Background: an optimization exercise with open tools, aiming at small area, a short achievable clock period and few clock cycles. Do not read the settings as production practice. Function was checked by simulation only, so behaviour that the tests miss may differ from the original. Power figures rest on the tool's default switching activity, not on a simulated workload. The flow treats the clock pin as an ideal source, which a real chip does not have.

==> design/flow/design.v <==
`timescale 1ns/1ps
`default_nettype none
package pcie_queue_pkg;
    localparam int DWORD_W       = 32;
    localparam int PCIE_ADDR_W   = 18;
    localparam int PAGE_LSB      = 12;
    localparam int LINE_LSB      = 6;
    localparam int REGS_PER_PAGE = 4;
    localparam int DEF_NB_QUEUES = 8;
    localparam int RB_BRAM_OFFSET = 512;
endpackage
`default_nettype wire
`timescale 1ns/1ps
`default_nettype none
module queue_rr_counter (
    input  logic       pcie_clk,
    input  logic       pcie_reset_n,
    input  logic [4:0] nb_queues,
    input  logic       advance,
    output logic [2:0] cur_queue,
    output logic [2:0] next_queue
);
    logic last_queue;
    assign last_queue = ({2'b00, next_queue} + 5'd1 >= nb_queues) || (next_queue == 3'd7);
    always_ff @(posedge pcie_clk) begin
        if (!pcie_reset_n) begin
            cur_queue  <= 3'd0;
            next_queue <= (nb_queues > 5'd1) ? 3'd1 : 3'd0;
        end else if (advance) begin
            cur_queue  <= next_queue;
            next_queue <= last_queue ? 3'd0 : next_queue + 3'd1;
        end
    end
endmodule
`default_nettype wire
`timescale 1ns/1ps
`default_nettype none
module queue_switch_fsm (
    input  logic        pcie_clk,
    input  logic        pcie_reset_n,
    input  logic [4:0]  nb_queues,
    input  logic        dma_done,
    output logic [2:0]  cur_queue,
    output logic [7:0]  cur_onehot,
    output logic [7:0]  view_onehot
);
    logic [2:0] next_queue;
    queue_rr_counter u_rr_counter (
        .pcie_clk     (pcie_clk),
        .pcie_reset_n (pcie_reset_n),
        .nb_queues    (nb_queues),
        .advance      (dma_done),
        .cur_queue    (cur_queue),
        .next_queue   (next_queue)
    );
    always_comb begin
        for (int q = 0; q < 8; q++) begin
            cur_onehot[q]  = (cur_queue == 3'(q));
            view_onehot[q] = dma_done ? (next_queue == 3'(q)) : (cur_queue == 3'(q));
        end
    end
endmodule
`default_nettype wire
`timescale 1ns/1ps
`default_nettype none
module queue_reg_file (
    input  logic           pcie_clk,
    input  logic           pcie_reset_n,
    input  logic [17:0]    pcie_address,
    input  logic           pcie_write,
    input  logic [511:0]   pcie_writedata,
    input  logic [63:0]    pcie_byteenable,
    input  logic           dma_done,
    input  logic [31:0]    new_tail,
    input  logic [7:0]     cur_onehot,
    input  logic [7:0]     view_onehot,
    input  logic [7:0]     rd_onehot,
    output logic [127:0]   rd_words,
    output logic [31:0]    active_tail,
    output logic [31:0]    active_head,
    output logic [63:0]    active_kmem_addr
);
    logic [31:0] regs  [8][4];
    logic [3:0]  valid [8];
    logic [3:0]  we    [8];
    logic [3:0]  vsel  [8];
    logic [3:0]  rsel  [8];
    logic [127:0] view;
    for (genvar q = 0; q < 8; q++) begin : g_wdec
        page_write_decode #(.PAGE(q)) u_wdec (
            .pcie_write      (pcie_write),
            .pcie_address    (pcie_address[17:12]),
            .pcie_byteenable (pcie_byteenable[15:4]),
            .we              (we[q][3:1])
        );
        assign we[q][0] = dma_done && cur_onehot[q];
    end
    always_ff @(posedge pcie_clk) begin
        for (int q = 0; q < 8; q++) begin
            if (we[q][0]) regs[q][0] <= new_tail;
            for (int j = 1; j < 4; j++) begin
                if (we[q][j]) regs[q][j] <= pcie_writedata[32*j +: 32];
            end
        end
    end
    always_ff @(posedge pcie_clk) begin
        for (int q = 0; q < 8; q++) begin
            if (!pcie_reset_n) valid[q] <= 4'd0;
            else               valid[q] <= valid[q] | we[q];
        end
    end
    always_comb begin
        for (int q = 0; q < 8; q++) begin
            for (int j = 0; j < 4; j++) begin
                vsel[q][j] = view_onehot[q] && valid[q][j] && pcie_reset_n;
                rsel[q][j] = rd_onehot[q] && valid[q][j];
            end
        end
    end
    for (genvar j = 0; j < 4; j++) begin : g_dword
        onehot_mux8 u_view_mux (
            .d0 (regs[0][j]), .d1 (regs[1][j]), .d2 (regs[2][j]), .d3 (regs[3][j]),
            .d4 (regs[4][j]), .d5 (regs[5][j]), .d6 (regs[6][j]), .d7 (regs[7][j]),
            .sel ({vsel[7][j], vsel[6][j], vsel[5][j], vsel[4][j],
                   vsel[3][j], vsel[2][j], vsel[1][j], vsel[0][j]}),
            .y   (view[32*j +: 32])
        );
        onehot_mux8 u_read_mux (
            .d0 (regs[0][j]), .d1 (regs[1][j]), .d2 (regs[2][j]), .d3 (regs[3][j]),
            .d4 (regs[4][j]), .d5 (regs[5][j]), .d6 (regs[6][j]), .d7 (regs[7][j]),
            .sel ({rsel[7][j], rsel[6][j], rsel[5][j], rsel[4][j],
                   rsel[3][j], rsel[2][j], rsel[1][j], rsel[0][j]}),
            .y   (rd_words[32*j +: 32])
        );
    end
    always_ff @(posedge pcie_clk) begin
        active_tail      <= view[31:0];
        active_head      <= view[63:32];
        active_kmem_addr <= view[127:64];
    end
endmodule
module page_write_decode #(
    parameter int PAGE = 0
) (
    input  logic        pcie_write,
    input  logic [5:0]  pcie_address,
    input  logic [11:0] pcie_byteenable,
    output logic [3:1]  we
);
    logic hit;
    assign hit = pcie_write && (pcie_address == 6'(PAGE));
    always_comb begin
        for (int j = 1; j < 4; j++) we[j] = hit && (&pcie_byteenable[4*(j-1) +: 4]);
    end
endmodule
module onehot_mux8 (
    input  logic [31:0] d0, d1, d2, d3, d4, d5, d6, d7,
    input  logic [7:0]  sel,
    output logic [31:0] y
);
    logic [31:0] n0, n1, n2;
    aoi_sel3 u_g0 (.d0(d0), .d1(d1), .d2(d2), .s(sel[2:0]), .y_n(n0));
    aoi_sel3 u_g1 (.d0(d3), .d1(d4), .d2(d5), .s(sel[5:3]), .y_n(n1));
    aoi_sel2 u_g2 (.d0(d6), .d1(d7), .s(sel[7:6]), .y_n(n2));
    assign y = ~(n0 & n1 & n2);
endmodule
module aoi_sel3 (
    input  logic [31:0] d0, d1, d2,
    input  logic [2:0]  s,
    output logic [31:0] y_n
);
    assign y_n = ~((d0 & {32{s[0]}}) | (d1 & {32{s[1]}}) | (d2 & {32{s[2]}}));
endmodule
module aoi_sel2 (
    input  logic [31:0] d0, d1,
    input  logic [1:0]  s,
    output logic [31:0] y_n
);
    assign y_n = ~((d0 & {32{s[0]}}) | (d1 & {32{s[1]}}));
endmodule
`default_nettype wire
`timescale 1ns/1ps
`default_nettype none
module pio_read_path (
    input  logic           pcie_clk,
    input  logic           pcie_reset_n,
    input  logic [17:0]    pcie_address,
    input  logic           pcie_read,
    input  logic [127:0]   rd_words,
    input  logic [511:0]   frb_readdata,
    input  logic           frb_readvalid,
    output logic [7:0]     rd_onehot,
    output logic           frb_read,
    output logic [11:0]    frb_address,
    output logic [511:0]   pcie_readdata,
    output logic           pcie_readdatavalid
);
    logic         reg_region;
    logic [2:0]   rd_page;
    logic         rd_r1;
    logic         rd_r2;
    logic [127:0] page_data;
    assign reg_region = (pcie_address[17:15] == 3'd0);
    frb_request u_frb_request (
        .pcie_read    (pcie_read),
        .pcie_address (pcie_address[17:6]),
        .frb_read     (frb_read),
        .frb_address  (frb_address)
    );
    always_ff @(posedge pcie_clk) begin
        rd_page <= pcie_address[14:12];
        if (!pcie_reset_n) begin
            rd_r1 <= 1'b0;
            rd_r2 <= 1'b0;
        end else begin
            rd_r1 <= pcie_read && reg_region;
            rd_r2 <= rd_r1;
        end
    end
    always_comb begin
        for (int q = 0; q < 8; q++) rd_onehot[q] = rd_r1 && (rd_page == 3'(q));
    end
    always_ff @(posedge pcie_clk) begin
        page_data <= rd_words;
    end
    always_ff @(posedge pcie_clk) begin
        if (!pcie_reset_n) pcie_readdatavalid <= 1'b0;
        else               pcie_readdatavalid <= rd_r2 || frb_readvalid;
        pcie_readdata[127:0]   <= page_data | (frb_readdata[127:0] & {128{!rd_r2}});
        pcie_readdata[511:128] <= frb_readdata[511:128] & {384{!rd_r2}};
    end
endmodule
module frb_request (
    input  logic        pcie_read,
    input  logic [11:0] pcie_address,
    output logic        frb_read,
    output logic [11:0] frb_address
);
    assign frb_read         = pcie_read && (pcie_address[11] || pcie_address[10] || pcie_address[9]);
    assign frb_address[8:0] = pcie_address[8:0];
    assign frb_address[9]   = !pcie_address[9];
    assign frb_address[10]  = !(pcie_address[10] ^ pcie_address[9]);
    frb_line_msb u_msb (
        .a   (pcie_address[11:9]),
        .msb (frb_address[11])
    );
endmodule
module frb_line_msb (
    input  logic [2:0] a,
    output logic       msb
);
    assign msb = a[2] && (a[1] || a[0]);
endmodule
`default_nettype wire
`timescale 1ns/1ps
`default_nettype none
module pcie_queue_top (
    input  logic           pcie_clk,
    input  logic           pcie_reset_n,
    input  logic [4:0]     nb_queues,
    input  logic [17:0]    pcie_address,
    input  logic           pcie_write,
    input  logic           pcie_read,
    input  logic [511:0]   pcie_writedata,
    input  logic [63:0]    pcie_byteenable,
    output logic [511:0]   pcie_readdata,
    output logic           pcie_readdatavalid,
    input  logic           dma_done,
    input  logic [31:0]    new_tail,
    output logic [2:0]     active_queue,
    output logic [31:0]    active_tail,
    output logic [31:0]    active_head,
    output logic [63:0]    active_kmem_addr,
    output logic           frb_read,
    output logic [11:0]    frb_address,
    input  logic [511:0]   frb_readdata,
    input  logic           frb_readvalid
);
    logic [7:0]   cur_onehot;
    logic [7:0]   view_onehot;
    logic [7:0]   rd_onehot;
    logic [127:0] rd_words;
    queue_switch_fsm u_switch_fsm (
        .pcie_clk     (pcie_clk),
        .pcie_reset_n (pcie_reset_n),
        .nb_queues    (nb_queues),
        .dma_done     (dma_done),
        .cur_queue    (active_queue),
        .cur_onehot   (cur_onehot),
        .view_onehot  (view_onehot)
    );
    queue_reg_file u_reg_file (
        .pcie_clk         (pcie_clk),
        .pcie_reset_n     (pcie_reset_n),
        .pcie_address     (pcie_address),
        .pcie_write       (pcie_write),
        .pcie_writedata   (pcie_writedata),
        .pcie_byteenable  (pcie_byteenable),
        .dma_done         (dma_done),
        .new_tail         (new_tail),
        .cur_onehot       (cur_onehot),
        .view_onehot      (view_onehot),
        .rd_onehot        (rd_onehot),
        .rd_words         (rd_words),
        .active_tail      (active_tail),
        .active_head      (active_head),
        .active_kmem_addr (active_kmem_addr)
    );
    pio_read_path u_read_path (
        .pcie_clk           (pcie_clk),
        .pcie_reset_n       (pcie_reset_n),
        .pcie_address       (pcie_address),
        .pcie_read          (pcie_read),
        .rd_words           (rd_words),
        .frb_readdata       (frb_readdata),
        .frb_readvalid      (frb_readvalid),
        .rd_onehot          (rd_onehot),
        .frb_read           (frb_read),
        .frb_address        (frb_address),
        .pcie_readdata      (pcie_readdata),
        .pcie_readdatavalid (pcie_readdatavalid)
    );
endmodule
`default_nettype wire
==> design/flow/flow/run.sh <==
#!/bin/bash
# Standard ORFS layout, with the port buffers made of the smallest buffer cell
# (every input and output port still gets its own buffer) and the IO pins
# allowed on every routing track, so the die can be smaller.
set -euo pipefail
cd "$(dirname "$0")/.."
bash standard.sh \
  "BUFFER_PORTS_ARGS=-buffer_cell sky130_fd_sc_hd__buf_1" \
  "PLACE_PINS_ARGS=-min_distance 1 -min_distance_in_tracks" \
  finish > make_finish.log 2>&1
==> design/flow/standard.sh <==
#!/bin/bash
# synth_recipe.tcl (not shown) runs the flow's synth.tcl, then flattens the netlist and writes it again
# the make line also repeats each setting of config.mk as NAME=value (left out here)
make -C /OpenROAD-flow-scripts/flow DESIGN_CONFIG=/design/flow/config.mk WORK_HOME=/design/flow/orfs CLKGATE_MAP_FILE= SYNTH_SCRIPT=/design/flow/synth_recipe.tcl "${@:-finish}"
==> design/flow/config.mk <==
export PLATFORM = sky130hd
export DESIGN_NAME = pcie_queue_top
export DESIGN_NICKNAME = pcie_queue_top
export VERILOG_FILES = /design/flow/design.v
export SDC_FILE = /design/flow/constraint.sdc
export NUM_CORES = 4
export LEC_CHECK = 0
export CAP_MARGIN = 20
export CORE_AREA = 20 20 400 400
export CTS_CLUSTER_DIAMETER = 80
export CTS_CLUSTER_SIZE = 30
export DIE_AREA = 0 0 420 420
export SETUP_SLACK_MARGIN = 2.5
export SLEW_MARGIN = 20
export SYNTH_HIERARCHICAL = 1
==> design/flow/constraint.sdc <==
create_clock -name core_clock -period 5.0 [get_ports {pcie_clk}]
set_input_delay 1.0000 -clock core_clock [delete_from_list [all_inputs] [get_ports {pcie_clk}]]
set_output_delay 1.0000 -clock core_clock [all_outputs]
set_load 0.01 [all_outputs]
==> run summary, run 1 <==
Outcome:
- The flow ran to the end and the layout has no timing, DRC or antenna violations.

Synthesis:
- Of the synthesized area, sequential elements account for 0.752.
- Of the total synthesized cell area, the portion taken by AND, OR, NAND and NOR gates is 0.0775.
- In the synthesized netlist, the cells that appear most often are 1027 x sky130_fd_sc_hd__edfxtp_1, 809 x sky130_fd_sc_hd__dfxtp_1, 512 x sky130_fd_sc_hd__a222oi_1, 386 x sky130_fd_sc_hd__nor2b_1.
- The post-synthesis register bit count is approximately 1.8k.
- Summing every instance area after synthesis gives around 0.063 mm².
- The proportion of netlist area held by the largest area contributor is 0.493.
- The gate count after technology mapping is a little under 4k.
- sky130_fd_sc_hd__edfxtp_1 is the most common cell in the netlist.
- The net count of the mapped netlist is slightly above 5k.
- The combinational family with the most area after synthesis is compound AO/OA/AOI/OAI gates.
- The average size of a mapped cell is approximately 16 µm².
- The xor and xnor fraction of the mapped netlist area is 0.000140.
- The post-synthesis compound-gate area fraction was 0.134.
- The count of flip-flops with a built-in enable after synthesis is 1027.
- The Yosys warning count is 28.
- The most used flip-flop cell after synthesis is sky130_fd_sc_hd__edfxtp_1.
- The dominant cell type by area after synthesis is sky130_fd_sc_hd__edfxtp_1.
- The post-synthesis adder-cell area fraction is 0.00120.
- The async set-reset flop share out of synthesis is 0.
- By area the synthesized netlist is led by sky130_fd_sc_hd__edfxtp_1 49%, sky130_fd_sc_hd__dfxtp_1 26%, sky130_fd_sc_hd__a222oi_1 8.2%.
- Measured against the total synthesized area, the mux share comes to 0.000480.
- Synthesis instantiated 44 different standard cells from the library.

Routing:
- The final antenna-violating net count is 0.
- The detail-routed via count per cell is between 6 and 7.
- The number of iterations in the first detailed-routing pass is 13.
- The wire length per cell is ~35 µm.
- The detailed-route wire length is 253 mm.
- After the first detailed-routing iteration, the DRC count stood at 8310.
- The detailed-route via count is approximately 43k.
- After detailed routing, the number of remaining DRC violations is 0.

Power:
- The leakage component of the power is between 0.02 and 0.03 µW.
- The portion of total power attributed to the clock network is 0.344.
- Of the total power, the share spent switching nets is 0.235.
- The worst IR drop on VDD is between 0.0003 and 0.0004 V.
- Summed over all nets, the switching power comes to ~6300 µW.
- The power per cell area is between 300 and 400 mW/mm².
- The power share of the combinational group is 0.047.
- The internal power is about 21000 µW.
- The fraction of power consumed by sequential logic is 0.609.

Floorplanning:
- Pin placement for this block handled between 1.5k and 2k I/O pins.
- The die span in x is between 400 and 500 µm.
- The die covers ~0.18 mm².
- The cell row count is approximately 140.
- The core region is 0.143 mm².
- The effective utilization at floorplan is 0.436.
- The die is between 400 and 500 µm tall.

Critical path:
- The worst register-to-register path ends at u_reg_file.active_head[26]$_DFF_P_.
- The beginning of the worst register-to-register path is u_switch_fsm.u_rr_counter.next_queue[2]$_SDFFCE_PP0P_.
- Setup slack on the worst reg-to-reg path comes out at approximately 2.6 ns.
- The worst setup path is of the in2out kind.
- In this run the worst path has a maximum fanout of 2.
- The logic depth of the worst register-to-register path is 6.
- The required time at the endpoint of the critical path is roughly 4 ns.
- The critical path startpoint category is an input port.
- The type of destination of the critical path is a primary output.
- At the worst endpoint, the arrival time is around 1.5 ns.

Clock network:
- The hold buffer count at cts is 0.
- The clock slew seen by the registers of the worst setup and hold paths is around 0.12 ns.
- In this run the deepest clock path goes through 3 buffers.
- The clock tree synthesis step divided the H-tree into 3 levels.
- The CTS tree is yes.
- Counting the buffers created by CTS gives 90.
- Counting every sink on the clock net gives ~1.8k.
- For the worst-skew pair, the clock arrives at the later sink with an insertion delay of roughly 0.74 ns.
- Clock tree synthesis selected as its root buffer the cell sky130_fd_sc_hd__clkbuf_16.

Hold path:
- The worst hold path cell count is 1.
- The worst hold path belongs to the class reg2reg.
- The worst hold path startpoint is u_read_path.page_data[125]$_DFF_P_.
- The worst hold path terminates at u_read_path.pcie_readdata[125]$_DFF_P_.

Place:
- Detailed placement ended at an HPWL of about 170 mm.
- Port buffering added around 1.3k buffers.
- The weighted congestion at the end of routability-driven global placement is around 1.1.
- Summing all placed instances gives a cell area of between 0.06 and 0.07 mm².

Job:
- Across the run, the number of max-cap violations was 0.

Cells and area:
- The layout cell share with drive strength beyond 1 is 0.0787.
- The number of nets at the end of the flow is 6288.
- The area growth from synthesis to final layout is 15.8%.
- The finished cells cover slightly above 0.07 mm².

Timing:
- The tightest hold path in the finished design has a slack of 0.381 ns.
- The number of pins exceeding their max-slew limit in the final report is 0.
- The post-layout minimum cycle time is around 2.5 ns.
- The final-report setup violation count is 0.
- Setup repair after global routing could not meet its margin everywhere.
- The number of endpoints with negative hold slack in the final report is 0.
- The accumulated negative setup slack is 0 ns.
- Of the available clock period, the critical path in the final layout requires 0.505.
- On the final layout, the worst clock skew is around 0.038 ns.
- The measured slew at the worst slew-check pin is 1.15 ns.
- Static timing analysis puts the maximum clock frequency at about 0.4 GHz.
- The worst max-slew margin expressed relative to the limit is 0.236.

GRT:
- Global routing finished with a remaining overflow of 0.
- The via count of the first global-routing pass came to 41.0k.
- Entering global routing, the biggest net connects around 190 pins.
- The number of antenna violations at the first check in global routing is just under 90.
- The total routing resource utilization after global routing is 0.261.
- The first-pass GRT wire length is between 300 and 400 mm.
power by group through the flow:
| stage | Sequential (µW) | Combinational, µW | Clock (µW) |
|---|---|---|---|
| CTS | 16400 | 1250 | 9480 |
| global route | 16400 | 1320 | 9980 |
| global placement | 16700 | 1210 | 0 |
| detailed placement | 16700 | 1220 | 0 |
| floorplan | 16800 | 315 | 0 |
| finish | 16400 | 1260 | 9270 |
critical path, stage by stage:
cell and delay, ns:
sky130_fd_sc_hd__buf_12 0.10, sky130_fd_sc_hd__o31a_1 0.28, sky130_fd_sc_hd__buf_2 0.15
stage by stage:
step	setup WS (ns)	utilization	cells	power (µW)
3_5_place_dp	1.45	0.480	6941	18000
6_report	2.48	0.505	7169	26900
4_1_cts	2.49	0.504	7111	27100
5_1_grt	2.47	0.505	7133	27700
2_1_floorplan	2.19	-	3891	17100
3_3_place_gp	1.46	0.480	6941	17900
metal layers:
metal  global-route usage  vias up  wire length (µm)  share of wire
met4                0.140       58             15000          0.059
met1                0.324    21600             92900           0.37
met2                0.405     2922            113000           0.45
met3               0.0825      491             30900           0.12
met5              0.00928        -               453         0.0018
li1                     -    18300                 -              -
placed cells by master (no fill, tap or decap), types with 12 or more instances in the layout:
master and n:
sky130_fd_sc_hd__edfxtp_1 1027, sky130_fd_sc_hd__nor2_1 16, sky130_fd_sc_hd__o21a_1 34, sky130_fd_sc_hd__clkbuf_16 95
sky130_fd_sc_hd__nand4_1 24, sky130_fd_sc_hd__dfxtp_1 789, sky130_fd_sc_hd__and3_1 33, sky130_fd_sc_hd__buf_4 89
sky130_fd_sc_hd__and2_2 18, sky130_fd_sc_hd__nor3_4 24, sky130_fd_sc_hd__clkinv_8 12, sky130_fd_sc_hd__clkbuf_1 16
sky130_fd_sc_hd__and2_1 20, sky130_fd_sc_hd__diode_2 58, sky130_fd_sc_hd__a21o_1 128, sky130_fd_sc_hd__a22oi_1 256
sky130_fd_sc_hd__buf_2 61, sky130_fd_sc_hd__nand2b_1 12, sky130_fd_sc_hd__nand3_1 256, sky130_fd_sc_hd__nor2b_1 386
sky130_fd_sc_hd__buf_1 1249, sky130_fd_sc_hd__a222oi_1 512, sky130_fd_sc_hd__dfxtp_2 19
per-module statistics from Yosys, one instance, submodules excluded, excerpt:
module	flops+latches	times used	cells
queue_reg_file	1184	1	1295
queue_rr_counter	6	1	40
queue_switch_fsm	0	1	30
frb_request	0	1	12
onehot_mux8	0	8	32
aoi_sel2	0	8	38
pio_read_path	646	1	1233
cell type report:
class	instances	area, µm²
fill	12500	71000
sequential	1836	47100
multi-input combinational	1781	13800
timing repair buffer	1415	5850
clock buffer	114	2480
tap	1903	2380
clock inverter	53	772
antenna	58	145
inverter	9	38.8
cells by family after synthesis:
| kind of cell | count (synthesis) |
|---|---|
| flip-flops | 1836 |
| XOR/XNOR | 1 |
| multiplexers | 3 |
| adder cells (fa/ha/maj) | 6 |
| buffers and inverters | 274 |
| AND/OR/NAND/NOR | 826 |
| AO/OA/AOI/OAI | 945 |
registers in the layout, summed over array words and instances, names as in the netlist, 32 cells and up:
name / count
u_read_path.page_data: 128
u_read_path.pcie_readdata: 512
u_reg_file.active_head: 32
u_reg_file.active_kmem_addr: 64
u_reg_file.active_tail: 32
u_reg_file.regs: 1024
u_reg_file.valid: 32
repair_timing:
action                                 4_1_cts  5_1_grt
gates resized for setup                    122       15
endpoints found under the hold margin        0        0
buffers inserted                             3        0
setup endpoints to repair                  299      187
pin swaps                                    1        0
how the worst max path moves through the flow:
stage               cells past startpoint                                      end             start
global route                            3                                 frb_read  pcie_address[17]
detailed placement                      7       u_reg_file.active_head[26]$_DFF_P_          dma_done
finish                                  3                                 frb_read  pcie_address[17]
global placement                        7  u_reg_file.active_kmem_addr[49]$_DFF_P_          dma_done
floorplan                               2         u_reg_file.regs[10][0]$_DFFE_PP_  pcie_address[16]
CTS                                     3                                 frb_read  pcie_address[17]
Testbench counts, summed over its fixed seeds: cycles 3,208.
==> run 2: changes to the inputs <==
==> design/flow/flow/run.sh (replaced) <==
#!/bin/bash
# Standard ORFS layout, with the port buffers made of the smallest buffer cell
# (every input and output port still gets its own buffer), the IO pins
# allowed on every routing track so the die can be smaller, and a clock tree
# built without dummy balancing loads.
set -euo pipefail
cd "$(dirname "$0")/.."
bash standard.sh \
  "BUFFER_PORTS_ARGS=-buffer_cell sky130_fd_sc_hd__buf_1" \
  "PLACE_PINS_ARGS=-min_distance 1 -min_distance_in_tracks" \
  "CTS_ARGS=-sink_clustering_enable -repair_clock_nets -sink_clustering_size 30 -sink_clustering_max_diameter 80 -dont_use_dummy_load" \
  finish > make_finish.log 2>&1
--- a/design/flow/config.mk
+++ b/design/flow/config.mk
@@ -6,10 +6,10 @@
 export NUM_CORES = 4
 export LEC_CHECK = 0
 export CAP_MARGIN = 20
-export CORE_AREA = 20 20 400 400
+export CORE_AREA = 15 15 375 375
 export CTS_CLUSTER_DIAMETER = 80
 export CTS_CLUSTER_SIZE = 30
-export DIE_AREA = 0 0 420 420
+export DIE_AREA = 0 0 390 390
 export SETUP_SLACK_MARGIN = 2.5
 export SLEW_MARGIN = 20
 export SYNTH_HIERARCHICAL = 1
==> run summary, run 2 <==
Clock network:
- The CTS tree is yes.
- The clock slew seen by the registers of the worst setup and hold paths came to 0.11 ns (about the same).
- The level count of the clock H-tree is 3 (unchanged).
- The number of buffers created by CTS was 81 (-10%).
- The worst-case clock buffer depth is 3 (unchanged).
- The hold buffer count at cts is 0 (unchanged).
- The clock tree root driver cell is sky130_fd_sc_hd__clkbuf_16.
- The clock insertion delay at the later pin of the skew report came to 0.73 ns (about the same).
- The sink count of the clock tree came to 1836 (unchanged).

Power:
- The portion of total power attributed to the clock network is 0.295 (-0.049).
- The internal power is 19600 µW (-5.1%).
- The power per cell area is 353 mW/mm² (-4.9%).
- The fraction of power consumed by sequential logic came to 0.653 (+0.044).
- The net switching component of the power was 5500 µW (-13%).
- The power share of the combinational group is 0.052 (+0.005).
- The switching share of power is 0.219 (-0.0154).
- The leakage component of the power is 0.0248 µW (-2.5%).
- The worst IR drop on VDD is 0.000274 V (-28%).

Timing:
- The number of endpoints with negative hold slack in the final report is 0 (unchanged).
- The number of pins exceeding their max-slew limit in the final report came to 0 (unchanged).
- Setup repair after global routing could not meet its margin everywhere.
- The worst slack on hold paths is 0.380 ns (-0.000995 ns).
- The measured slew at the worst slew-check pin is 1.14 ns (-0.00195 ns).
- The portion of the clock cycle consumed by the worst path in the final layout came to 0.504 (-0.000714).
- The highest clock rate is 0.397 GHz (+0.14%).
- The worst max-slew margin expressed relative to the limit was 0.237 (+0.00130).
- The worst clock skew is 0.0578 ns (+0.0199 ns).
- The post-layout minimum cycle time was 2.52 ns (-0.00357 ns).
- The final-report setup violation count was 0 (unchanged).
- The accumulated negative setup slack is 0 ns (unchanged).

GRT:
- The first-pass GRT wire length was 342 mm (+2.2%).
- The largest net degree at the start of global routing came to 205 (+6.8%).
- The total routing resource utilization after global routing came to 0.318 (+0.0565).
- The via count of the first global-routing pass is 40.2k (-2.0%).
- The number of antenna violations at the first check in global routing is 111 (+26%).
- The residual overflow from global routing is 0 (unchanged).

Synthesis:
- The average size of a mapped cell is 16.1 µm² (unchanged).
- The post-synthesis register bit count was 1836 (unchanged).
- After synthesis, the most frequently instantiated cells are 1027 x sky130_fd_sc_hd__edfxtp_1, 809 x sky130_fd_sc_hd__dfxtp_1, 512 x sky130_fd_sc_hd__a222oi_1, 386 x sky130_fd_sc_hd__nor2b_1.
- The largest total area in the synthesized netlist belongs to sky130_fd_sc_hd__edfxtp_1.
- The sequential fraction of the synthesis area is 0.752 (unchanged).
- The Yosys warning count is 28 (unchanged).
- The top flip-flop cell by instance count after synthesis is sky130_fd_sc_hd__edfxtp_1.
- The area of the mapped netlist is 0.0626 mm² (unchanged).
- The leading cell type by number of instances after synthesis is sky130_fd_sc_hd__edfxtp_1.
- The gate count after technology mapping is 3891 (unchanged).
- The count of flip-flops with a built-in enable after synthesis came to 1027 (unchanged).
- The async set-reset flop share out of synthesis came to 0 (unchanged).
- The proportion of netlist area held by the largest area contributor is 0.493 (unchanged).
- The distinct cell type count of the synthesized netlist is 44 (unchanged).
- Sorting the synthesized cells by area gives the leading types as sky130_fd_sc_hd__edfxtp_1 49%, sky130_fd_sc_hd__dfxtp_1 26%, sky130_fd_sc_hd__a222oi_1 8.2%.
- The net count of the mapped netlist is 5046 (unchanged).

Place:
- The placed wire-length estimate after detailed placement was 180 mm (+3.2%).
- The weighted congestion at the end of routability-driven global placement is 1.18 (+10%).
- The number of port buffers is 1319 (unchanged).

Routing:
- The routed length on met2 is 116 mm (+2.1%).
- The number of iterations in the first detailed-routing pass is 13 (unchanged).
- The routed length on met1 is 97.1 mm (+4.5%).
- The wire length per cell came to 37.3 µm (+5.8%).
- Routed signal wires occupy layers up through met5.
- The total met3 wirelength after detailed routing was 33.6 mm (+8.7%).
- The number of remaining DRC errors is 0 (unchanged).
- The detailed-route via count is 43.4k (-0.055%).
- The number of DRC violations after detailed-routing iteration 0 is 7247 (-13%).
- The detail-routed via count per cell is 6.28 (+3.7%).
- The final antenna-violating net count is 0 (unchanged).
- The detailed-route wire length is 258 mm (+2.0%).

Cells and area:
- The final core utilization came to 0.554 (+0.0484).
- In the layout the commonest cells are 1263 x sky130_fd_sc_hd__buf_1, 1027 x sky130_fd_sc_hd__edfxtp_1, 807 x sky130_fd_sc_hd__dfxtp_1, 512 x sky130_fd_sc_hd__a222oi_1, 386 x sky130_fd_sc_hd__nor2b_1.
- The most common cell after layout, fill and taps aside is sky130_fd_sc_hd__buf_1.
- The largest registers in the layout are u_reg_file.regs (1024), u_read_path.pcie_readdata (512), u_read_path.page_data (128).
- The number of nets at the end of the flow is 6280 (-0.13%).
- The area growth from synthesis to final layout is 13.4%.
- The layout cell share with drive strength beyond 1 is 0.0578 (-0.0209).
- The number of flip-flops under the largest register name was 1024 (unchanged).
- The register with the highest flop count is u_reg_file.regs.

Critical path:
- The worst setup path is of the in2out kind.
- The arrival time at the worst endpoint came to 1.52 ns (about the same).
- Traced cell by cell, the critical path runs through buf_12 -> o31a_1 -> buf_2.
- The number of buffer and inverter stages on the critical path was 2 (unchanged).
- The largest fanout of any net on the critical path is 2 (unchanged).
- The type of destination of the critical path is a primary output.
- The cell with the biggest individual delay on the critical path is sky130_fd_sc_hd__o31a_1.
- The worst setup path is launched from an input port.
- The required time at the endpoint of the critical path is 4.00 ns (about the same).
- The dominant delay contributor by cell family on the critical path is compound AO/OA/AOI/OAI gates.
- The stage delay of the slowest cell on the critical path was 0.28 ns (about the same).

Floorplanning:
- The cell row count is 131 (-5.8%).
- The die span in x is 390 µm (-7.1%).
- The effective utilization at floorplan came to 0.488 (+0.0521).
- The core footprint was 0.128 mm² (-11%).
- The height of the die is 390 µm (-7.1%).
- The area enclosed by the die boundary is 0.152 mm² (-14%).
- The number of ports placed on the die boundary was 1806 (unchanged).

Hold path:
- The min-delay analysis places its worst path in the category reg2reg.

Outcome:
- The flow ran to the end and the layout has no timing, DRC or antenna violations.

Job:
- The count of max-cap constraint violations came to 0 (unchanged).
==> run 2: changes by cell type in the layout (fill, tap and decap cells not counted), moves of 10 or more <==
cell,delta
sky130_fd_sc_hd__clkinv_8,-12
sky130_fd_sc_hd__dfxtp_1,+18
sky130_fd_sc_hd__buf_1,+14
sky130_fd_sc_hd__clkbuf_2,+11
sky130_fd_sc_hd__inv_12,-10
sky130_fd_sc_hd__dfxtp_2,-18
sky130_fd_sc_hd__clkbuf_16,-14
sky130_fd_sc_hd__clkbuf_1,-16
sky130_fd_sc_hd__buf_2,-26
==> run 2: per-layer routing <==
layer	vias up	global-route usage
met5	-	0.0220
met4	82	0.112
met3	458	0.124
met2	2949	0.494
met1	21700	0.397
li1	18200	-
==> run 2: timing repair <==
action                                 CTS  global route
gates resized for setup                 62            23
cloned                                   0             0
endpoints found under the hold margin    0             0
setup buffers                            3             0
pin swaps                                1             0
setup endpoints to repair              174            98
==> run 2: power by group through the flow <==
stage | logic (µW) | clock network (µW) | registers [µW]
after floorplan | 315 | 0 | 16800
after global placement | 1240 | 0 | 16700
after detailed placement | 1260 | 0 | 16700
after CTS | 1280 | 7520 | 16400
after global routing | 1350 | 7990 | 16400
final | 1300 | 7390 | 16400
==> run 2: final cells by class <==
cell class	instances	area (µm²)
Timing Repair Buffer	1416	5820
Inverter	9	38.8
Clock buffer	81	2030
Antenna cell	57	143
Multi-Input combinational cell	1781	13700
Sequential cell	1836	47000
Tap cell	1729	2160
Fill cell	10800	57200
==> run 2: path summary, 6_finish.rpt <==
check | start | to | slack [ns] | cells past startpoint
min | u_read_path.page_data[61]$_DFF_P_ | u_read_path.pcie_readdata[61]$_DFF_P_ | 0.38 | 1
max | pcie_address[17] | frb_read | 2.48 | 3
max reg2reg | u_switch_fsm.u_rr_counter.next_queue[0]$_DFFE_PP_ | u_reg_file.active_kmem_addr[45]$_DFF_P_ | 2.49 | 6
min reg2reg | u_read_path.page_data[61]$_DFF_P_ | u_read_path.pcie_readdata[61]$_DFF_P_ | 0.38 | 1
==> run 2: per-module statistics from Yosys, one instance, submodules excluded, excerpt <==
module / area, µm² / times used
onehot_mux8: 160 / 8
aoi_sel2: 289 / 8
aoi_sel3: 403 / 16
frb_request: 88.8 / 1
queue_rr_counter: 405 / 1
queue_switch_fsm: 165 / 1
queue_reg_file: 34700 / 1
pio_read_path: 16700 / 1
frb_line_msb: 7.51 / 1
==> run 2: cell families (layout without fill, tap and decap cells) <==
family | after synthesis | in the layout | share of synthesized area
fa+ha+maj | 6 | 6 | 0.00120
xor+xnor | 1 | 1 | 0.000140
compound gates | 945 | 945 | 0.134
simple gates | 826 | 826 | 0.0775
other cells | 0 | 57 | 0
flops | 1836 | 1836 | 0.752
buf+inv | 274 | 1506 | 0.0352
mux | 3 | 3 | 0.000480
==> run 2: metrics by stage <==
stage                     total power (µW)  setup slack (ns)  std cells  instance area [µm²]
final                                25100              2.48       6909                70900
after global routing                 25700              2.47       6871                70900
after CTS                            25200              2.49       6852                70800
after detailed placement             18000              1.16       6768                68600
after global placement               17900              1.19       6768                68600
after floorplan                      17100              2.19       3891                62900
==> run 3: changes to the inputs <==
--- a/design/flow/config.mk
+++ b/design/flow/config.mk
@@ -6,10 +6,10 @@
 export NUM_CORES = 4
 export LEC_CHECK = 0
 export CAP_MARGIN = 20
-export CORE_AREA = 15 15 375 375
+export CORE_AREA = 15 15 345 345
 export CTS_CLUSTER_DIAMETER = 80
 export CTS_CLUSTER_SIZE = 30
-export DIE_AREA = 0 0 390 390
+export DIE_AREA = 0 0 360 360
 export SETUP_SLACK_MARGIN = 2.5
 export SLEW_MARGIN = 20
 export SYNTH_HIERARCHICAL = 1
==> run summary, run 3 <==
Outcome:
- The run finished with no timing, DRC or antenna violations.

Routing:
- The number of iterations in the first detailed-routing pass came to 13 (unchanged).
- The final antenna-violating net count is 0 (unchanged).
- The wire length per cell was 32.0 µm (-14%).
- The number of remaining DRC errors is 0 (unchanged).
- The number of DRC violations after detailed-routing iteration 0 came to 7151 (-1.3%).
- The detailed-route via count is 42.5k (-2.2%).
- The detailed-route wire length is 210 mm (-19%).
- The detail-routed via count per cell is 6.46 (+2.9%).

Clock network:
- The worst-case clock buffer depth was 3 (unchanged).
- The sink count of the clock tree came to 1836 (unchanged).
- The hold buffer count at cts was 0 (unchanged).
- The CTS tree is yes.
- The number of buffers created by CTS is 72 (-11%).
- The clock slew seen by the registers of the worst setup and hold paths came to 0.11 ns (about the same).
- The level count of the clock H-tree came to 3 (unchanged).
- The clock insertion delay at the later pin of the skew report is 0.69 ns (-0.04 ns).
- Clock tree synthesis selected as its root buffer the cell sky130_fd_sc_hd__clkbuf_16.

Timing:
- The post-layout minimum cycle time is 2.54 ns (+0.0144 ns).
- The number of pins exceeding their max-slew limit in the final report is 0 (unchanged).
- The highest clock rate is 0.394 GHz (-0.57%).
- Setup repair after global routing could not meet its margin everywhere.
- The accumulated negative setup slack is 0 ns (unchanged).
- The worst max-slew margin expressed relative to the limit came to 0.255 (+0.0174).
- The number of endpoints with negative hold slack in the final report came to 0 (unchanged).
- The measured slew at the worst slew-check pin is 1.12 ns (-0.0261 ns).
- The final-report setup violation count is 0 (unchanged).
- The worst clock skew is 0.0452 ns (-0.0126 ns).
- The portion of the clock cycle consumed by the worst path in the final layout came to 0.507 (+0.00287).

Critical path:
- The worst setup path is of the in2out kind.
- The required time at the endpoint of the critical path is 4.00 ns (about the same).
- The critical path startpoint category is an input port.
- STA classifies the critical path endpoint as a primary output.
- The arrival time at the worst endpoint is 1.54 ns (+0.02 ns).
- The largest fanout of any net on the critical path is 4 (+2).

Cells and area:
- The layout cell share with drive strength beyond 1 was 0.0494 (-0.00836).
- The non-filler instance count after layout is 6570 (-4.9%).
- The count of fill cells added during filler insertion came to 8149 (-25%).
- From synthesis to final layout, the design area changed by 12.3%.
- The largest registers in the layout are u_reg_file.regs (1024), u_read_path.pcie_readdata (512), u_read_path.page_data (128).
- The number of flip-flops under the largest register name is 1024 (unchanged).
- In the layout the commonest cells are 1306 x sky130_fd_sc_hd__buf_1, 1027 x sky130_fd_sc_hd__edfxtp_1, 807 x sky130_fd_sc_hd__dfxtp_1, 512 x sky130_fd_sc_hd__a222oi_1, 386 x sky130_fd_sc_hd__nor2b_1.
- u_reg_file.regs holds more flip-flops than any other register.
- The library cell used most frequently in the layout, excluding fill and tap cells, is sky130_fd_sc_hd__buf_1.
- The number of nets at the end of the flow is 6277 (-0.048%).

GRT:
- The via count of the first global-routing pass is 40.2k (+0.10%).
- The total routing resource utilization after global routing is 0.301 (-0.0169).
- The number of antenna violations at the first check in global routing is 79 (-29%).
- The first-pass GRT wire length came to 291 mm (-15%).
- The largest net degree at the start of global routing is 152 (-26%).
- The residual overflow from global routing is 0 (unchanged).

Synthesis:
- The post-synthesis adder-cell area fraction is 0.00120 (unchanged).
- The xor and xnor fraction of the mapped netlist area is 0.000140 (unchanged).
- After synthesis, the most frequently instantiated cells are 1027 x sky130_fd_sc_hd__edfxtp_1, 809 x sky130_fd_sc_hd__dfxtp_1, 512 x sky130_fd_sc_hd__a222oi_1, 386 x sky130_fd_sc_hd__nor2b_1.
- The dominant cell type by area after synthesis is sky130_fd_sc_hd__edfxtp_1.
- The area of the mapped netlist came to 0.0626 mm² (unchanged).
- The distinct cell type count of the synthesized netlist is 44 (unchanged).
- The portion of netlist area occupied by mux cells is 0.000480 (unchanged).
- In the synthesized netlist the dominant register cell turns out to be sky130_fd_sc_hd__edfxtp_1.
- sky130_fd_sc_hd__edfxtp_1 is the most common cell in the netlist.
- The simple-gate share of the synthesized area is 0.0775 (unchanged).
- The gate count after technology mapping is 3891 (unchanged).
- The net count of the mapped netlist is 5046 (unchanged).
- The post-synthesis compound-gate area fraction is 0.134 (unchanged).
- The proportion of netlist area held by the largest area contributor came to 0.493 (unchanged).
- The async set-reset flop share out of synthesis was 0 (unchanged).
- The post-synthesis register bit count is 1836 (unchanged).
- The sequential fraction of the synthesis area is 0.752 (unchanged).
- The Yosys warning count is 28 (unchanged).
- By area, the combinational part of the netlist is dominated by compound AO/OA/AOI/OAI gates.
- Yosys attributes the largest share of cell area to sky130_fd_sc_hd__edfxtp_1 49%, sky130_fd_sc_hd__dfxtp_1 26%, sky130_fd_sc_hd__a222oi_1 8.2%.
- The count of flip-flops with a built-in enable after synthesis is 1027 (unchanged).
- The average size of a mapped cell was 16.1 µm² (unchanged).

Place:
- The placed wire-length estimate after detailed placement was 137 mm (-24%).
- The weighted congestion at the end of routability-driven global placement was 1.06 (-9.6%).
- The count of placed standard cells including taps came to 6449 (-4.7%).
- The number of port buffers is 1319 (unchanged).

Floorplanning:
- The effective utilization at floorplan is 0.581 (+0.0931).
- The core footprint came to 0.108 mm² (-16%).
- The cell row count is 120 (-8.4%).
- The die span in x is 360 µm (-7.7%).
- The height of the die is 360 µm (-7.7%).
- The number of ports placed on the die boundary came to 1806 (unchanged).
- The area enclosed by the die boundary is 0.130 mm² (-15%).

Power:
- The worst IR drop on VDD is 0.000309 V (+13%).
- The leakage component of the power came to 0.0246 µW (-0.81%).
- The power per cell area is 347 mW/mm² (-1.8%).

Hold path:
- The type of the tightest min-delay check is reg2reg.

Job:
- The count of max-cap constraint violations is 0 (unchanged).
==> run 3: cell counts after synthesis <==
No cell type changed its count.
==> run 3: metrics by stage <==
stage               hold WS [ns]  worst slack (ns)  utilization  area [µm²]  power [µW]
detailed placement         0.388              1.21        0.634       68300       17800
floorplan                  0.382              2.19            -       62900       17100
CTS                        0.408              2.47        0.652       70200       24500
global route               0.422              2.45        0.652       70200       25100
global placement           0.385              1.03        0.634       68200       17800
finish                     0.403              2.46        0.653       70300       24400
==> run 3: repair_timing <==
item | in CTS | in global routing
buffers inserted | 2 | 0
hold endpoints to repair | 0 | 0
resized for setup | 35 | 5
pin swaps | 1 | 0
endpoints found under the setup margin | 189 | 118
==> run 3: cell families (layout without fill, tap and decap cells) <==
| family | after synthesis | after routing |
|---|---|---|
| buf+inv | 274 | 1503 |
| xor+xnor | 1 | 1 |
| fa+ha+maj | 6 | 6 |
| flops | 1836 | 1836 |
| compound gates | 945 | 945 |
| simple gates | 826 | 826 |
| mux | 3 | 3 |
| other cells | 0 | 47 |
==> run 3: layer usage <==
layer | GRT usage | part of all wire
met3 | 0.102 | 0.13
met2 | 0.481 | 0.47
met1 | 0.368 | 0.36
met4 | 0.125 | 0.044
met5 | 0.0134 | 0.0029
==> run 3: Yosys stat by module, one instance, submodules excluded, a selection <==
module / flops+latches / cells inside / times used
pio_read_path: 646 / 1233 / 1
aoi_sel3: 0 / 41 / 16
onehot_mux8: 0 / 32 / 8
frb_line_msb: 0 / 1 / 1
aoi_sel2: 0 / 38 / 8
queue_rr_counter: 6 / 40 / 1
frb_request: 0 / 12 / 1
queue_switch_fsm: 0 / 30 / 1
queue_reg_file: 1184 / 1295 / 1
==> run 3: power breakdown <==
group	internal, µW	total, µW	leakage [µW]	switching (µW)
Clock	2610	6890	0.000888	4280
Combinational	401	1150	0.00773	750
Sequential	16200	16300	0.0160	110
==> run 3: critical path: stages <==
cell                     delay (ns)
sky130_fd_sc_hd__buf_12        0.10
sky130_fd_sc_hd__o31a_1        0.28
sky130_fd_sc_hd__buf_2         0.15
==> run 3: final cells by class <==
type                    instances  area, µm²  area share
inverters                       9       36.3    0.000516
multi-input cells            1781      13700       0.195
well taps                    1403       1760      0.0250
repair buffers               1422       5820      0.0827
clock buffers                  72       1800      0.0256
flip-flops and latches       1836      47000       0.669
diodes                         47        118     0.00167
==> run 3: path summary, 6_finish.rpt <==
path	from	endpoint	slack, ns	depth (start not counted)
max	pcie_address[16]	frb_read	2.46	3
min	u_read_path.page_data[1]$_DFF_P_	u_read_path.pcie_readdata[1]$_DFF_P_	0.40	1
max reg2reg	u_switch_fsm.u_rr_counter.next_queue[2]$_SDFFCE_PP0P_	u_reg_file.active_kmem_addr[56]$_DFF_P_	2.52	6
min reg2reg	u_read_path.page_data[1]$_DFF_P_	u_read_path.pcie_readdata[1]$_DFF_P_	0.40	1
==> run 4: changes to the inputs <==
--- a/design/flow/design.v
+++ b/design/flow/design.v
@@ -236,7 +236,12 @@
     output logic        frb_read,
     output logic [11:0] frb_address
 );
-    assign frb_read         = pcie_read && (pcie_address[11] || pcie_address[10] || pcie_address[9]);
+    logic in_regs;
+    frb_region_check u_region (
+        .a       (pcie_address[11:9]),
+        .in_regs (in_regs)
+    );
+    assign frb_read         = pcie_read && !in_regs;
     assign frb_address[8:0] = pcie_address[8:0];
     assign frb_address[9]   = !pcie_address[9];
     assign frb_address[10]  = !(pcie_address[10] ^ pcie_address[9]);
@@ -245,6 +250,12 @@
         .msb (frb_address[11])
     );
 endmodule
+module frb_region_check (
+    input  logic [2:0] a,
+    output logic       in_regs
+);
+    assign in_regs = !(a[2] || a[1] || a[0]);
+endmodule
 module frb_line_msb (
     input  logic [2:0] a,
     output logic       msb
--- a/design/flow/config.mk
+++ b/design/flow/config.mk
@@ -10,6 +10,6 @@
 export CTS_CLUSTER_DIAMETER = 80
 export CTS_CLUSTER_SIZE = 30
 export DIE_AREA = 0 0 360 360
-export SETUP_SLACK_MARGIN = 2.5
+export SETUP_SLACK_MARGIN = 2.6
 export SLEW_MARGIN = 20
 export SYNTH_HIERARCHICAL = 1
==> run summary, run 4 <==
Outcome:
- The run finished with no timing, DRC or antenna violations.

Synthesis:
- The async set-reset flop share out of synthesis came to 0 (unchanged).
- By count the netlist is led by 1027 x sky130_fd_sc_hd__edfxtp_1, 809 x sky130_fd_sc_hd__dfxtp_1, 512 x sky130_fd_sc_hd__a222oi_1, 387 x sky130_fd_sc_hd__nor2b_1.
- The area of the mapped netlist is 0.0626 mm² (about the same).
- The gate count after technology mapping is 3892 (+0.026%).
- The leading cell type by number of instances after synthesis is sky130_fd_sc_hd__edfxtp_1.
- The proportion of netlist area held by the largest area contributor is 0.493 (about the same).
- The biggest area contributor in the post-synthesis netlist is sky130_fd_sc_hd__edfxtp_1.
- The Yosys warning count is 28 (unchanged).
- For this run, the leading register cell type out of synthesis is sky130_fd_sc_hd__edfxtp_1.
- The sequential fraction of the synthesis area is 0.752 (about the same).
- The post-synthesis register bit count is 1836 (unchanged).
- The net count of the mapped netlist came to 5047 (+0.020%).
- The average size of a mapped cell is 16.1 µm² (about the same).
- The count of flip-flops with a built-in enable after synthesis is 1027 (unchanged).
- The distinct cell type count of the synthesized netlist came to 44 (unchanged).
- Ranked by total cell area, the synthesized netlist is headed by sky130_fd_sc_hd__edfxtp_1 49%, sky130_fd_sc_hd__dfxtp_1 26%, sky130_fd_sc_hd__a222oi_1 8.2%.

Critical path:
- The required time at the endpoint of the critical path is 4.00 ns (about the same).
- The endpoint of the lowest-slack register-to-register path is u_reg_file.active_kmem_addr[7]$_DFF_P_.
- STA classifies the critical path endpoint as a primary output.
- The stage delay of the slowest cell on the critical path is 0.15 ns (-0.13 ns).
- By startpoint and endpoint, the worst setup path is classified as in2out.
- The logic depth of the worst register-to-register path is 6 (unchanged).
- STA classifies the critical path startpoint as an input port.
- The startpoint identified for the worst register-to-register timing path is u_switch_fsm.u_rr_counter.next_queue[0]$_DFFE_PP_.
- For this design, the slowest cell found on the critical path is sky130_fd_sc_hd__nor3_2.
- The signal on the critical path passes through buf_12 -> nor3_2 -> nor2b_1 -> buf_2.
- The largest fanout of any net on the critical path is 4 (unchanged).
- The arrival time at the worst endpoint was 1.46 ns (-0.08 ns).
- The reg2reg setup slack is 2.65 ns (+0.13 ns).

Cells and area:
- The most common cell after layout, fill and taps aside is sky130_fd_sc_hd__buf_1.
- In the layout the commonest cells are 1268 x sky130_fd_sc_hd__buf_1, 1027 x sky130_fd_sc_hd__edfxtp_1, 797 x sky130_fd_sc_hd__dfxtp_1, 512 x sky130_fd_sc_hd__a222oi_1, 387 x sky130_fd_sc_hd__nor2b_1.
- The register with the highest flop count is u_reg_file.regs.
- The layout cell share with drive strength beyond 1 was 0.0610 (+0.0116).
- The number of nets at the end of the flow came to 6286 (+0.14%).
- The area growth from synthesis to final layout is 12.7%.
- The final standard cell area without fillers is 0.0705 mm² (+0.35%).
- In the final layout, the registers with the most flip-flops are u_reg_file.regs (1024), u_read_path.pcie_readdata (512), u_read_path.page_data (128).
- The final core utilization is 0.655 (+0.00229).
- The number of flip-flops under the largest register name is 1024 (unchanged).

Routing:
- The number of remaining DRC errors is 0 (unchanged).
- The final antenna-violating net count is 0 (unchanged).
- The detail-routed via count per cell is 6.45 (-0.22%).
- The number of iterations in the first detailed-routing pass is 10 (-3).
- The detailed-route wire length is 212 mm (+0.92%).
- The number of DRC violations after detailed-routing iteration 0 was 7544 (+5.5%).
- The detailed-route via count is 42.5k (+0.0047%).
- The wire length per cell is 32.2 µm (+0.69%).

Timing:
- The worst clock skew was 0.0423 ns (-0.00289 ns).
- The highest clock rate was 0.407 GHz (+3.2%).
- The portion of the clock cycle consumed by the worst path in the final layout is 0.491 (-0.0158).
- Setup repair after global routing could not meet its margin everywhere.
- The final-report setup violation count came to 0 (unchanged).
- The worst max-slew margin expressed relative to the limit is 0.223 (-0.0316).
- The accumulated negative setup slack is 0 ns (unchanged).
- The post-layout minimum cycle time is 2.46 ns (-0.0788 ns).
- The number of endpoints with negative hold slack in the final report was 0 (unchanged).
- The measured slew at the worst slew-check pin is 1.17 ns (+0.0474 ns).
- The worst slack on hold paths came to 0.405 ns (+0.00224 ns).
- The number of pins exceeding their max-slew limit in the final report is 0 (unchanged).

Floorplanning:
- The area enclosed by the die boundary is 0.130 mm² (unchanged).
- The cell row count is 120 (unchanged).
- The core footprint is 0.108 mm² (unchanged).
- The effective utilization at floorplan is 0.581 (about the same).
- The die span in x is 360 µm (unchanged).
- The height of the die is 360 µm (unchanged).
- The number of ports placed on the die boundary came to 1806 (unchanged).

Clock network:
- The clock tree root driver cell is sky130_fd_sc_hd__clkbuf_16.
- The clock slew seen by the registers of the worst setup and hold paths came to 0.08 ns (-0.03 ns).
- The sink count of the clock tree was 1836 (unchanged).
- The clock insertion delay at the later pin of the skew report came to 0.69 ns (about the same).
- The CTS tree is yes.
- The level count of the clock H-tree is 3 (unchanged).
- The number of buffers created by CTS came to 72 (unchanged).
- The worst-case clock buffer depth is 3 (unchanged).
- The hold buffer count at cts is 0 (unchanged).

Power:
- The power per cell area is 346 mW/mm² (-0.29%).
- The total power after layout is 24400 µW (about the same).
- The worst IR drop on VDD came to 0.000308 V (-0.48%).
- The leakage component of the power is 0.0248 µW (+0.71%).

Place:
- The placed wire-length estimate after detailed placement is 138 mm (+0.51%).
- The instance area after placement is 0.0682 mm² (about the same).
- The number of port buffers is 1319 (unchanged).
- The weighted congestion at the end of routability-driven global placement is 1.05 (-1.3%).

GRT:
- The total routing resource utilization after global routing is 0.305 (+0.00382).
- The largest net degree at the start of global routing is 220 (+45%).
- The residual overflow from global routing is 0 (unchanged).
- The number of antenna violations at the first check in global routing is 83 (+5.1%).
- The first-pass GRT wire length is 294 mm (+0.96%).
- The via count of the first global-routing pass is 40.4k (+0.48%).

Job:
- The count of max-cap constraint violations was 0 (unchanged).

Hold path:
- The type of the tightest min-delay check is reg2reg.
- The worst hold path cell count came to 1 (unchanged).
- The capture endpoint of the worst hold path is u_read_path.pcie_readdata[75]$_DFF_P_.
- In this run the most critical hold path is launched from u_read_path.page_data[75]$_DFF_P_.
-- run 4: layout make-up --
cell class | count | area [µm²]
flip-flops and latches | 1836 | 47100
fillers | 8094 | 37100
well taps | 1403 | 1760
clock buffers | 72 | 1800
diodes | 53 | 133
multi-input cells | 1782 | 13800
repair buffers | 1430 | 5990
inverters | 9 | 38.8
-- run 4: layer usage --
metal / track usage / part of all wire / wire [µm]
met1: 0.376 / 0.36 / 76400
met2: 0.481 / 0.46 / 98000
met3: 0.0974 / 0.12 / 26400
met4: 0.148 / 0.051 / 10800
met5: 0 / 0.0015 / 322
-- run 4: worst max-delay path: cells and delay by family --
family / cells / cell delay [ns]
simple gates: 2 / 0.20
buf+inv: 2 / 0.24
-- run 4: how the worst max path moves through the flow --
stage | to | startpoint | cells past startpoint | slack, ns
detailed placement | u_reg_file.active_tail[0]$_DFF_P_ | dma_done | 7 | 1.27
floorplan | u_reg_file.regs[10][0]$_DFFE_PP_ | pcie_address[16] | 2 | 2.19
global placement | u_reg_file.active_tail[0]$_DFF_P_ | dma_done | 7 | 1.32
finish | frb_read | pcie_address[16] | 4 | 2.54
CTS | frb_read | pcie_address[16] | 4 | 2.55
global route | frb_read | pcie_address[16] | 4 | 2.53
-- run 4: where the power goes --
part           switching (µW)  internal [µW]  leakage (µW)
Sequential                117          16200        0.0160
Combinational             746            418       0.00790
Clock                    4270           2610      0.000888
-- run 4: through the flow --
stage	setup slack (ns)	cells
after floorplan	2.19	3892
after global placement	1.32	6448
after detailed placement	1.27	6448
after CTS	2.55	6526
after global routing	2.53	6567
final	2.54	6585
-- run 4: kinds of logic after synthesis --
kind of cell / count (synthesis) / synth area share
compound gates: 944 / 0.134
mux: 3 / 0.000480
fa+ha+maj: 6 / 0.00120
simple gates: 828 / 0.0778
flops: 1836 / 0.752
xor+xnor: 1 / 0.000140
buf+inv: 274 / 0.0352
-- run 4: what timing repair did --
action	4_1_cts	5_1_grt
endpoints found under the setup margin	429	357
gates cloned	0	0
gates resized for setup	96	25
setup buffers	6	6
pin swaps	3	1
-- run 4: Yosys stat by module (local to each module, per instance), excerpt --
| module | cell area (µm²) | times used |
|---|---|---|
| aoi_sel2 | 289 | 8 |
| aoi_sel3 | 403 | 16 |
| frb_line_msb | 7.51 | 1 |
| frb_region_check | 10.0 | 1 |
| frb_request | 86.3 | 1 |
| onehot_mux8 | 160 | 8 |
| pio_read_path | 16700 | 1 |
| queue_reg_file | 34700 | 1 |
| queue_rr_counter | 405 | 1 |
| queue_switch_fsm | 165 | 1 |
Testbench counts of run 4, summed over its fixed seeds: cycles 3,208.
==> run 5: changes to the inputs <==
--- a/design/flow/config.mk
+++ b/design/flow/config.mk
@@ -10,6 +10,6 @@
 export CTS_CLUSTER_DIAMETER = 80
 export CTS_CLUSTER_SIZE = 30
 export DIE_AREA = 0 0 360 360
-export SETUP_SLACK_MARGIN = 2.6
+export SETUP_SLACK_MARGIN = 2.65
 export SLEW_MARGIN = 20
 export SYNTH_HIERARCHICAL = 1
==> run summary, run 5 <==
Floorplanning:
- The number of ports placed on the die boundary is 1806 (unchanged).
- The effective utilization at floorplan is 0.581 (unchanged).
- The area enclosed by the die boundary was 0.130 mm² (unchanged).
- The die span in x is 360 µm (unchanged).
- The height of the die is 360 µm (unchanged).
- The core footprint was 0.108 mm² (unchanged).
- The cell row count is 120 (unchanged).

Critical path:
- The largest fanout of any net on the critical path was 4 (unchanged).
- The critical path is of the in2out type.
- The cell with the biggest individual delay on the critical path is sky130_fd_sc_hd__nor3_2.
- The required time at the endpoint of the critical path was 4.00 ns (about the same).
- The reg2reg setup slack was 2.68 ns (+0.03 ns).
- The stage delay of the slowest cell on the critical path is 0.15 ns (about the same).
- The type of destination of the critical path is a primary output.
- The arrival time at the worst endpoint came to 1.46 ns (about the same).
- The worst setup path is launched from an input port.
- The endpoint of the lowest-slack register-to-register path is u_reg_file.active_tail[0]$_DFF_P_.
- The logic depth of the worst register-to-register path came to 6 (unchanged).
- The beginning of the worst register-to-register path is u_switch_fsm.u_rr_counter.next_queue[2]$_SDFFCE_PP0P_.
- Walking the worst path, the cells encountered are buf_12 -> nor3_2 -> nor2b_1 -> buf_2.

Routing:
- The number of remaining DRC errors came to 0 (unchanged).
- The number of DRC violations after detailed-routing iteration 0 came to 7464 (-1.1%).
- The number of iterations in the first detailed-routing pass came to 14 (+4).
- The detailed-route wire length is 212 mm (about the same).
- The detail-routed via count per cell came to 6.45 (about the same).
- The final antenna-violating net count is 0 (unchanged).
- The detailed-route via count is 42.5k (+0.068%).
- The wire length per cell came to 32.2 µm (about the same).

Outcome:
- The run finished with no timing, DRC or antenna violations.

GRT:
- The residual overflow from global routing is 0 (unchanged).
- The total routing resource utilization after global routing is 0.305 (about the same).
- The number of antenna violations at the first check in global routing came to 82 (-1.2%).
- The largest net degree at the start of global routing is 220 (unchanged).
- The first-pass GRT wire length is 294 mm (about the same).
- The via count of the first global-routing pass is 40.3k (-0.13%).

Synthesis:
- The dominant cell type by area after synthesis is sky130_fd_sc_hd__edfxtp_1.
- The gate count after technology mapping is 3892 (unchanged).
- The leading cell type by number of instances after synthesis is sky130_fd_sc_hd__edfxtp_1.
- The async set-reset flop share out of synthesis is 0 (unchanged).
- The area of the mapped netlist is 0.0626 mm² (unchanged).
- The Yosys warning count is 28 (unchanged).
- The average size of a mapped cell was 16.1 µm² (unchanged).
- The net count of the mapped netlist came to 5047 (unchanged).
- The count of flip-flops with a built-in enable after synthesis is 1027 (unchanged).
- The distinct cell type count of the synthesized netlist is 44 (unchanged).
- The post-synthesis register bit count came to 1836 (unchanged).
- By area the synthesized netlist is led by sky130_fd_sc_hd__edfxtp_1 49%, sky130_fd_sc_hd__dfxtp_1 26%, sky130_fd_sc_hd__a222oi_1 8.2%.
- By count the netlist is led by 1027 x sky130_fd_sc_hd__edfxtp_1, 809 x sky130_fd_sc_hd__dfxtp_1, 512 x sky130_fd_sc_hd__a222oi_1, 387 x sky130_fd_sc_hd__nor2b_1.
- For this run, the leading register cell type out of synthesis is sky130_fd_sc_hd__edfxtp_1.
- The proportion of netlist area held by the largest area contributor is 0.493 (unchanged).
- The sequential fraction of the synthesis area is 0.752 (unchanged).

Hold path:
- The type of the tightest min-delay check is reg2reg.
- The worst hold path startpoint is u_read_path.page_data[75]$_DFF_P_.
- For hold timing, the worst endpoint is u_read_path.pcie_readdata[75]$_DFF_P_.
- The worst hold path cell count is 1 (unchanged).

Clock network:
- The worst-case clock buffer depth is 3 (unchanged).
- The hold buffer count at cts is 0 (unchanged).
- The sink count of the clock tree is 1836 (unchanged).
- The number of buffers created by CTS is 72 (unchanged).
- TritonCTS built the clock tree.
- The clock insertion delay at the later pin of the skew report is 0.70 ns (about the same).
- The level count of the clock H-tree was 3 (unchanged).
- The tree is rooted in a sky130_fd_sc_hd__clkbuf_16.
- The clock slew seen by the registers of the worst setup and hold paths is 0.08 ns (about the same).

Timing:
- The final-report setup violation count was 0 (unchanged).
- The post-layout minimum cycle time is 2.46 ns (+0.00301 ns).
- The portion of the clock cycle consumed by the worst path in the final layout came to 0.492 (+0.000602).
- The highest clock rate was 0.407 GHz (-0.12%).
- The number of pins exceeding their max-slew limit in the final report came to 0 (unchanged).
- Setup repair after global routing could not meet its margin everywhere.
- The worst clock skew came to 0.0444 ns (+0.00205 ns).
- The worst max-slew margin expressed relative to the limit is 0.222 (-0.00103).
- The accumulated negative setup slack was 0 ns (unchanged).
- The number of endpoints with negative hold slack in the final report was 0 (unchanged).
- The measured slew at the worst slew-check pin was 1.17 ns (+0.00154 ns).
- The worst slack on hold paths came to 0.406 ns (+0.00144 ns).

Power:
- The leakage component of the power was 0.0249 µW (+0.39%).
- The worst IR drop on VDD came to 0.000304 V (-1.1%).
- The power per cell area is 345 mW/mm² (-0.19%).

Cells and area:
- The area growth from synthesis to final layout is 12.9%.
- The number of flip-flops under the largest register name is 1024 (unchanged).
- Leaving out fill and tap cells, the most frequent cell in the layout is sky130_fd_sc_hd__buf_1.
- More flip-flops sit in one register than any other, and that register is u_reg_file.regs.
- In the layout the commonest cells are 1249 x sky130_fd_sc_hd__buf_1, 1027 x sky130_fd_sc_hd__edfxtp_1, 791 x sky130_fd_sc_hd__dfxtp_1, 512 x sky130_fd_sc_hd__a222oi_1, 387 x sky130_fd_sc_hd__nor2b_1.
- The number of nets at the end of the flow is 6288 (+0.032%).
- The final standard cell area without fillers was 0.0707 mm² (+0.19%).
- The layout cell share with drive strength beyond 1 is 0.0665 (+0.00543).
- The count of fill cells added during filler insertion is 8073 (-0.26%).
- The final core utilization came to 0.656 (+0.00122).
- In the final layout, the registers with the most flip-flops are u_reg_file.regs (1024), u_read_path.pcie_readdata (512), u_read_path.page_data (128).

Place:
- The weighted congestion at the end of routability-driven global placement is 1.05 (unchanged).
- The number of port buffers is 1319 (unchanged).
- The placed wire-length estimate after detailed placement was 138 mm (unchanged).
- The instance area after placement is 0.0682 mm² (unchanged).

Job:
- The count of max-cap constraint violations came to 0 (unchanged).
[run 5: report_power, final]
group / internal (µW) / total (µW) / switching (µW)
Combinational: 422 / 1170 / 751
Clock: 2610 / 6880 / 4260
Sequential: 16200 / 16400 / 115
[run 5: critical path: cells and delay by family]
family	cells	cell delay, ns
buffers and inverters	2	0.25
and+or+nand+nor	2	0.20
[run 5: area by class of cell]
type,count,area [µm²],area share
Sequential cell,1836,47100,0.666
Multi-Input combinational cell,1782,13800,0.195
Timing Repair Buffer,1432,6100,0.0863
Clock buffer,72,1800,0.0255
Tap cell,1403,1760,0.0248
Antenna cell,53,133,0.00188
Inverter,9,38.8,0.000549
[run 5: cells by family (layout without fill, tap and decap cells)]
| logic type | after synthesis | after routing | synth area share |
|---|---|---|---|
| simple gates | 828 | 828 | 0.0778 |
| mux | 3 | 3 | 0.000480 |
| xor+xnor | 1 | 1 | 0.000140 |
| other cells | 0 | 53 | 0 |
| flops | 1836 | 1836 | 0.752 |
| buf+inv | 274 | 1513 | 0.0352 |
| compound gates | 944 | 944 | 0.134 |
| fa+ha+maj | 6 | 6 | 0.00120 |
[run 5: stage by stage]
stage	total power, µW	setup slack [ns]	instances
2_1_floorplan	17100	2.19	3892
3_3_place_gp	17800	1.32	6448
3_5_place_dp	17800	1.27	6448
4_1_cts	24500	2.54	6526
5_1_grt	25100	2.52	6569
6_report	24400	2.54	6587
[run 5: per-layer routing]
layer,GRT usage,routed length (µm)
met1,0.378,77200
met2,0.480,98000
met3,0.0950,25600
met4,0.148,10800
met5,0,273
[run 5: worst max-delay path by stage]
stage	startpoint	endpoint	slack, ns	cells past startpoint
CTS	pcie_address[16]	frb_read	2.54	4
finish	pcie_address[16]	frb_read	2.54	4
global placement	dma_done	u_reg_file.active_tail[0]$_DFF_P_	1.32	7
global route	pcie_address[16]	frb_read	2.52	4
detailed placement	dma_done	u_reg_file.active_tail[0]$_DFF_P_	1.27	7
floorplan	pcie_address[16]	u_reg_file.regs[10][0]$_DFFE_PP_	2.19	2
[run 5: repair_timing]
item,4_1_cts,5_1_grt
setup endpoints to repair,770,239
gates resized for setup,149,20
setup buffers,6,8
pin swaps,3,1
[run 5: Yosys stat by module, one instance, submodules excluded, excerpt]
module | cells inside | copies in the design | cell area, µm²
aoi_sel3 | 41 | 16 | 403
frb_line_msb | 1 | 1 | 7.51
frb_region_check | 1 | 1 | 10.0
onehot_mux8 | 32 | 8 | 160
pio_read_path | 1233 | 1 | 16700
queue_reg_file | 1295 | 1 | 34700

-- static timing again, ports no longer ideal --
No port has a modelled driver above. Below, the same layouts with a new extraction and two added sets of constraints.
Step 1 sets driving cells, clkbuf_16 on the clock port and buf_2 on the other inputs (assumed; they add their load-dependent delay and slew).
Step 2 times the ports against the registers' clock, not the clock port: input delays grow and output delays shrink by t, the midpoint of the rising clock arrivals with the driver on.
Slacks: no drivers / after step 1 / after step 2; pairs: no drivers / after step 1.
run	shift t [ns]	setup slack, ns	hold slack, ns
run 1	0.797	2.475 / 2.418 / 1.702	0.381 / 0.381 / 0.381
run 2	0.784	2.479 / 2.417 / 1.702	0.380 / 0.380 / 0.380
run 3	0.749	2.465 / 2.408 / 1.725	0.403 / 0.403 / 0.403
run 4	0.757	2.543 / 2.485 / 1.808	0.405 / 0.405 / 0.405
run 5	0.759	2.540 / 2.483 / 1.796	0.406 / 0.406 / 0.406
After both steps setup and hold are still met in every run listed. For run 2, which loses most, drivers alone change the setup slack by -0.062 ns; drivers and shift together by -0.777 ns.
